This is an optimization exercise on Yosys and OpenROAD, whose aim is small area, not a production implementation. Function was checked by simulation only, so behaviour that the tests miss may differ from the original. No activity file was given, so power comes from the tool's default toggle rates.

==> cedar: inputs <==
==> flow/design.v <==
package fifo_pkg;
   typedef enum logic {
      FIFO_STD,
      FIFO_FWFT
   } fifo_mode_e;
   localparam int FIFO_MIN_DEPTH = 4;
   function automatic logic is_pow2(input int n);
      is_pow2 = (n > 0) && ((n & (n - 1)) == 0);
   endfunction
endpackage
module fifo_mem #(
   parameter int DATA_W = 128,
   parameter int DEPTH  = 16
) (
   input  logic              clk,
   input  logic [DEPTH-1:0]  i_hold,
   input  logic [DEPTH-1:0]  i_shift,
   input  logic [DEPTH-1:0]  i_load,
   input  logic [DATA_W-1:0] i_wdata,
   input  logic              i_rd_hold,
   input  logic              i_rd_take,
   input  logic              i_rd_if0_n,  
   input  logic              i_rd_if1_n,  
   output logic [DATA_W-1:0] o_rdata
);
   logic [DATA_W-1:0] r_mem [DEPTH];
   logic [DATA_W-1:0] r_rddata;
   always_ff @(posedge clk) begin
      for (int i = 0; i < DEPTH; i++) begin
         r_mem[i] <= ~(({DATA_W{i_hold[i]}}  & r_mem[i])
                     | ({DATA_W{i_shift[i]}} & ((i + 1 < DEPTH) ? r_mem[(i + 1) % DEPTH] : '0))
                     | ({DATA_W{i_load[i]}}  & i_wdata));
      end
      r_rddata <= ~(({DATA_W{i_rd_hold}} & r_rddata) | ({DATA_W{i_rd_take}} & r_mem[0]));
   end
   always_comb begin
      for (int j = 0; j < DATA_W; j++) begin
         o_rdata[j] = ~(r_rddata[j] ? i_rd_if1_n : i_rd_if0_n);
      end
   end
endmodule
module fifo_sync_param #(
   parameter int         DATA_W = 128,
   parameter int         DEPTH  = 16,
   parameter logic       MODE   = fifo_pkg::FIFO_STD,
   parameter int         AW     = $clog2(DEPTH)
) (
   input  logic              clk,
   input  logic              rst,
   input  logic              i_wren,
   input  logic [DATA_W-1:0] i_wrdata,
   input  logic              i_rden,
   input  logic [AW:0]       i_alm_full_thr,
   input  logic [AW:0]       i_alm_empty_thr,
   input  logic              i_clr_err,
   output logic [DATA_W-1:0] o_rddata,
   output logic              o_full,
   output logic              o_alm_full,
   output logic              o_empty,
   output logic              o_alm_empty,
   output logic [AW:0]       o_count,
   output logic              o_overflow,
   output logic              o_underflow
);
   logic [DEPTH-1:0]  r_valid;     
   logic [AW:0]       w_count;
   logic [DEPTH-1:0]  r_pol;       
   logic              r_rd_pol;    
   logic              r_rd_none;   
   logic              r_overflow;
   logic              r_underflow;
   logic              w_full;
   logic              w_empty;
   logic              w_wr_acc;
   logic              w_rd_acc;
   assign w_full   = r_valid[DEPTH-1];
   assign w_empty  = ~r_valid[0];
   assign w_wr_acc = i_wren & ~w_full;
   assign w_rd_acc = i_rden & ~w_empty;
   always_ff @(posedge clk or posedge rst) begin
      if (rst) begin
         r_valid <= '0;
      end else begin
         case ({w_wr_acc, w_rd_acc})
            2'b10:   r_valid <= {r_valid[DEPTH-2:0], 1'b1};
            2'b01:   r_valid <= {1'b0, r_valid[DEPTH-1:1]};
            default: ;
         endcase
      end
   end
   always_comb begin
      w_count = '0;
      for (int i = 0; i < DEPTH; i++) begin
         if (r_valid[i]) begin
            w_count = (AW + 1)'(i + 1);
         end
      end
   end
   always_ff @(posedge clk or posedge rst) begin
      if (rst) begin
         r_overflow  <= 1'b0;
         r_underflow <= 1'b0;
      end else begin
         if (i_wren && w_full) begin
            r_overflow <= 1'b1;
         end else if (i_clr_err) begin
            r_overflow <= 1'b0;
         end
         if (i_rden && w_empty) begin
            r_underflow <= 1'b1;
         end else if (i_clr_err) begin
            r_underflow <= 1'b0;
         end
      end
   end
   logic [DEPTH:0]    w_valid;
   logic [DEPTH-1:0]  w_hold, w_shift, w_load;
   assign w_valid = {1'b0, r_valid};
   always_comb begin
      for (int i = 0; i < DEPTH; i++) begin
         w_hold[i]  = ~w_rd_acc & w_valid[i];
         w_shift[i] =  w_rd_acc & w_valid[i+1];
         w_load[i]  = ~(w_rd_acc ? w_valid[i+1] : w_valid[i]);
      end
   end
   always_ff @(posedge clk) begin
      for (int i = 0; i < DEPTH; i++) begin
         r_pol[i] <= w_load[i] | (w_hold[i] & ~r_pol[i])
                   | (w_shift[i] & ~((i + 1 < DEPTH) ? r_pol[(i + 1) % DEPTH] : 1'b0));
      end
      r_rd_pol <= ~(w_rd_acc ? r_pol[0] : r_rd_pol);
   end
   always_ff @(posedge clk or posedge rst) begin
      if (rst) begin
         r_rd_none <= 1'b1;
      end else if (w_rd_acc) begin
         r_rd_none <= 1'b0;
      end
   end
   fifo_mem #(
      .DATA_W (DATA_W),
      .DEPTH  (DEPTH)
   ) u_mem (
      .clk        (clk),
      .i_hold     (w_hold),
      .i_shift    (w_shift),
      .i_load     (w_load),
      .i_wdata    (i_wrdata),
      .i_rd_hold  (~w_rd_acc),
      .i_rd_take  (w_rd_acc),
      .i_rd_if0_n (r_rd_none | ~r_rd_pol),
      .i_rd_if1_n (r_rd_none |  r_rd_pol),
      .o_rdata    (o_rddata)
   );
   assign o_full      = w_full;
   assign o_empty     = w_empty;
   assign o_count     = w_count;
   assign o_alm_full  = (w_count >= i_alm_full_thr);
   assign o_alm_empty = (w_count <= i_alm_empty_thr);
   assign o_overflow  = r_overflow;
   assign o_underflow = r_underflow;
endmodule
==> flow/flow/run.sh <==
#!/bin/bash
# Standard ORFS layout (the standard.sh, standard synthesis), with port buffers of
# the smallest buffer and a clock tree built without dummy loads.
set -euo pipefail
bash standard.sh \
  BUFFER_PORTS_ARGS="-buffer_cell sky130_fd_sc_hd__buf_1" \
  CTS_ARGS="-sink_clustering_enable -repair_clock_nets -dont_use_dummy_load -sink_clustering_size 18 -sink_clustering_max_diameter 60 -buf_list sky130_fd_sc_hd__clkbuf_8" \
  finish > orfs_flow.log 2>&1
==> flow/standard.sh <==
#!/bin/bash
# synth_recipe.tcl (not shown) runs the flow's synth.tcl, then flattens the netlist and writes it again
# the make line also repeats each setting of config.mk as NAME=value (left out here)
make -C /OpenROAD-flow-scripts/flow DESIGN_CONFIG=/design/flow/config.mk WORK_HOME=/design/flow/orfs CLKGATE_MAP_FILE= SYNTH_SCRIPT=/design/flow/synth_recipe.tcl "${@:-finish}"
==> flow/config.mk <==
export PLATFORM = sky130hd
export DESIGN_NAME = fifo_sync_param
export DESIGN_NICKNAME = fifo_sync_param
export VERILOG_FILES = /design/flow/design.v
export SDC_FILE = /design/flow/constraint.sdc
export NUM_CORES = 4
export LEC_CHECK = 0
export CAP_MARGIN = 20
export CORE_MARGIN = 2
export CORE_UTILIZATION = 45
export CTS_BUF_LIST = sky130_fd_sc_hd__clkbuf_8
export CTS_CLUSTER_DIAMETER = 60
export CTS_CLUSTER_SIZE = 18
export SLEW_MARGIN = 20
export SYNTH_HIERARCHICAL = 1
==> flow/constraint.sdc <==
create_clock -name core_clock -period 5.0 [get_ports {clk}]
set_input_delay 1.0000 -clock core_clock [delete_from_list [all_inputs] [get_ports {clk}]]
set_output_delay 1.0000 -clock core_clock [all_outputs]
set_load 0.01 [all_outputs]
==> maple: changes against cedar <==
--- a/flow/design.v
+++ b/flow/design.v
@@ -18,12 +18,7 @@
    input  logic [DEPTH-1:0]  i_load,
    input  logic [DATA_W-1:0] i_wdata,
-   input  logic              i_rd_hold,
-   input  logic              i_rd_take,
-   input  logic              i_rd_if0_n,  
-   input  logic              i_rd_if1_n,  
-   output logic [DATA_W-1:0] o_rdata
+   output logic [DATA_W-1:0] o_head
 );
    logic [DATA_W-1:0] r_mem [DEPTH];
-   logic [DATA_W-1:0] r_rddata;
    always_ff @(posedge clk) begin
       for (int i = 0; i < DEPTH; i++) begin
@@ -32,11 +27,6 @@
                      | ({DATA_W{i_load[i]}}  & i_wdata));
       end
-      r_rddata <= ~(({DATA_W{i_rd_hold}} & r_rddata) | ({DATA_W{i_rd_take}} & r_mem[0]));
    end
-   always_comb begin
-      for (int j = 0; j < DATA_W; j++) begin
-         o_rdata[j] = ~(r_rddata[j] ? i_rd_if1_n : i_rd_if0_n);
-      end
-   end
+   assign o_head = r_mem[0];
 endmodule
 module fifo_sync_param #(
@@ -63,9 +53,8 @@
    output logic              o_underflow
 );
-   logic [DEPTH-1:0]  r_valid;     
-   logic [AW:0]       w_count;
+   logic [DEPTH-1:0]  r_valid;
+   logic [AW:0]       r_count;
    logic [DEPTH-1:0]  r_pol;       
    logic              r_rd_pol;    
-   logic              r_rd_none;   
    logic              r_overflow;
    logic              r_underflow;
@@ -74,4 +63,6 @@
    logic              w_wr_acc;
    logic              w_rd_acc;
+   logic [DATA_W-1:0] w_head;
+   logic [DATA_W-1:0] r_rddata;    
    assign w_full   = r_valid[DEPTH-1];
    assign w_empty  = ~r_valid[0];
@@ -81,18 +72,17 @@
       if (rst) begin
          r_valid <= '0;
+         r_count <= '0;
       end else begin
          case ({w_wr_acc, w_rd_acc})
-            2'b10:   r_valid <= {r_valid[DEPTH-2:0], 1'b1};
-            2'b01:   r_valid <= {1'b0, r_valid[DEPTH-1:1]};
+            2'b10: begin
+               r_count <= r_count + 1'b1;
+               r_valid <= {r_valid[DEPTH-2:0], 1'b1};
+            end
+            2'b01: begin
+               r_count <= r_count - 1'b1;
+               r_valid <= {1'b0, r_valid[DEPTH-1:1]};
+            end
             default: ;
          endcase
-      end
-   end
-   always_comb begin
-      w_count = '0;
-      for (int i = 0; i < DEPTH; i++) begin
-         if (r_valid[i]) begin
-            w_count = (AW + 1)'(i + 1);
-         end
       end
    end
@@ -129,12 +119,4 @@
                    | (w_shift[i] & ~((i + 1 < DEPTH) ? r_pol[(i + 1) % DEPTH] : 1'b0));
       end
-      r_rd_pol <= ~(w_rd_acc ? r_pol[0] : r_rd_pol);
-   end
-   always_ff @(posedge clk or posedge rst) begin
-      if (rst) begin
-         r_rd_none <= 1'b1;
-      end else if (w_rd_acc) begin
-         r_rd_none <= 1'b0;
-      end
    end
    fifo_mem #(
@@ -142,20 +124,26 @@
       .DEPTH  (DEPTH)
    ) u_mem (
-      .clk        (clk),
-      .i_hold     (w_hold),
-      .i_shift    (w_shift),
-      .i_load     (w_load),
-      .i_wdata    (i_wrdata),
-      .i_rd_hold  (~w_rd_acc),
-      .i_rd_take  (w_rd_acc),
-      .i_rd_if0_n (r_rd_none | ~r_rd_pol),
-      .i_rd_if1_n (r_rd_none |  r_rd_pol),
-      .o_rdata    (o_rddata)
+      .clk     (clk),
+      .i_hold  (w_hold),
+      .i_shift (w_shift),
+      .i_load  (w_load),
+      .i_wdata (i_wrdata),
+      .o_head  (w_head)
    );
+   always_ff @(posedge clk or posedge rst) begin
+      if (rst) begin
+         r_rddata <= '0;
+         r_rd_pol <= 1'b0;
+      end else begin
+         r_rd_pol <= ~(w_rd_acc ? r_pol[0] : r_rd_pol);
+         r_rddata <= ~(({DATA_W{w_rd_acc}} & w_head) | ({DATA_W{~w_rd_acc}} & r_rddata));
+      end
+   end
+   assign o_rddata    = r_rddata ^ {DATA_W{r_rd_pol}};
    assign o_full      = w_full;
    assign o_empty     = w_empty;
-   assign o_count     = w_count;
-   assign o_alm_full  = (w_count >= i_alm_full_thr);
-   assign o_alm_empty = (w_count <= i_alm_empty_thr);
+   assign o_count     = r_count;
+   assign o_alm_full  = (r_count >= i_alm_full_thr);
+   assign o_alm_empty = (r_count <= i_alm_empty_thr);
    assign o_overflow  = r_overflow;
    assign o_underflow = r_underflow;
==> flow/flow/run.sh (replaced) <==
#!/bin/bash
# Standard ORFS layout (the standard.sh, standard synthesis), with port buffers of
# the smallest buffer and a clock tree built without dummy loads.
set -euo pipefail
bash standard.sh \
  BUFFER_PORTS_ARGS="-buffer_cell sky130_fd_sc_hd__buf_1" \
  CTS_ARGS="-sink_clustering_enable -repair_clock_nets -dont_use_dummy_load -sink_clustering_size 20 -sink_clustering_max_diameter 60 -buf_list sky130_fd_sc_hd__clkbuf_8" \
  finish > orfs_flow.log 2>&1
CTS_CLUSTER_SIZE = 20   (was 18)
==> summary.txt <==
Against maple, the count of clock-buffer cells in the layout of cedar is higher by 2.
In maple the register-to-register slack is better than in cedar, by 870 ps.
Between cedar and maple, the lower fmax is in cedar (gap about 17%, measured against maple).
Against maple, the first-iteration DRC count of cedar is higher by about 12%.
In maple the global-route usage is lower than in cedar, by 0.33 points.
==> figures <==
Static leakage: maple 30.6 nW; cedar 29.9 nW
Net switching power: maple 19.5 mW; cedar 19.6 mW
Crit path launch: maple r_rd_pol$_DFF_PP0_; cedar r_valid[1]$_DFFE_PP0P_
Slew at the pin with the worst max-slew slack: maple 1150 ps; cedar 1160 ps
Clk latency of the worst-skew pair: maple 920 ps; cedar 940 ps
Via count of the first global-routing pass: maple 54,923; cedar 52,805
Result of the run: maple timing/DRC/antenna clean; cedar timing/DRC/antenna clean
Setup ws final: maple 1060 ps; cedar 261 ps
Drt via density: maple 7.53; cedar 7.57
Fraction of power consumed by combinational cells: maple 29.0%; cedar 29.3%
Combined area of the multi-input logic cells: maple 24,000 sq um; cedar 23,900 sq um
Well tap count: maple 2,189; cedar 2,175

-- separate check: timing with driven ports --
How much do the figures lean on ideal ports? The routed layouts below were timed once more, with nothing changed but the port constraints. Step 1 (the two cells are an assumption about what drives the block):
set clk [get_ports {clk}]
set_driving_cell -lib_cell sky130_fd_sc_hd__clkbuf_16 $clk
set_driving_cell -lib_cell sky130_fd_sc_hd__buf_2 [delete_from_list [all_inputs] $clk]
Step 2 times the ports against the registers' clock, not the clock port: input delays grow and output delays shrink by t, the midpoint of the rising clock arrivals with the driver on. Three values: ideal, step 1, step 2; two values: the first two.
| run | shift t [ns] | setup WS [ns] | worst data-port slew with drivers (ns) | pins driven straight from the clock port |
|---|---|---|---|---|
| cedar | 0.994 | 0.261 / 0.174 / 0.560 | 0.24 | 1 |
| maple | 0.989 | 1.064 / 0.984 / 1.307 | 0.14 | 1 |
After both steps every run listed still meets setup and hold.
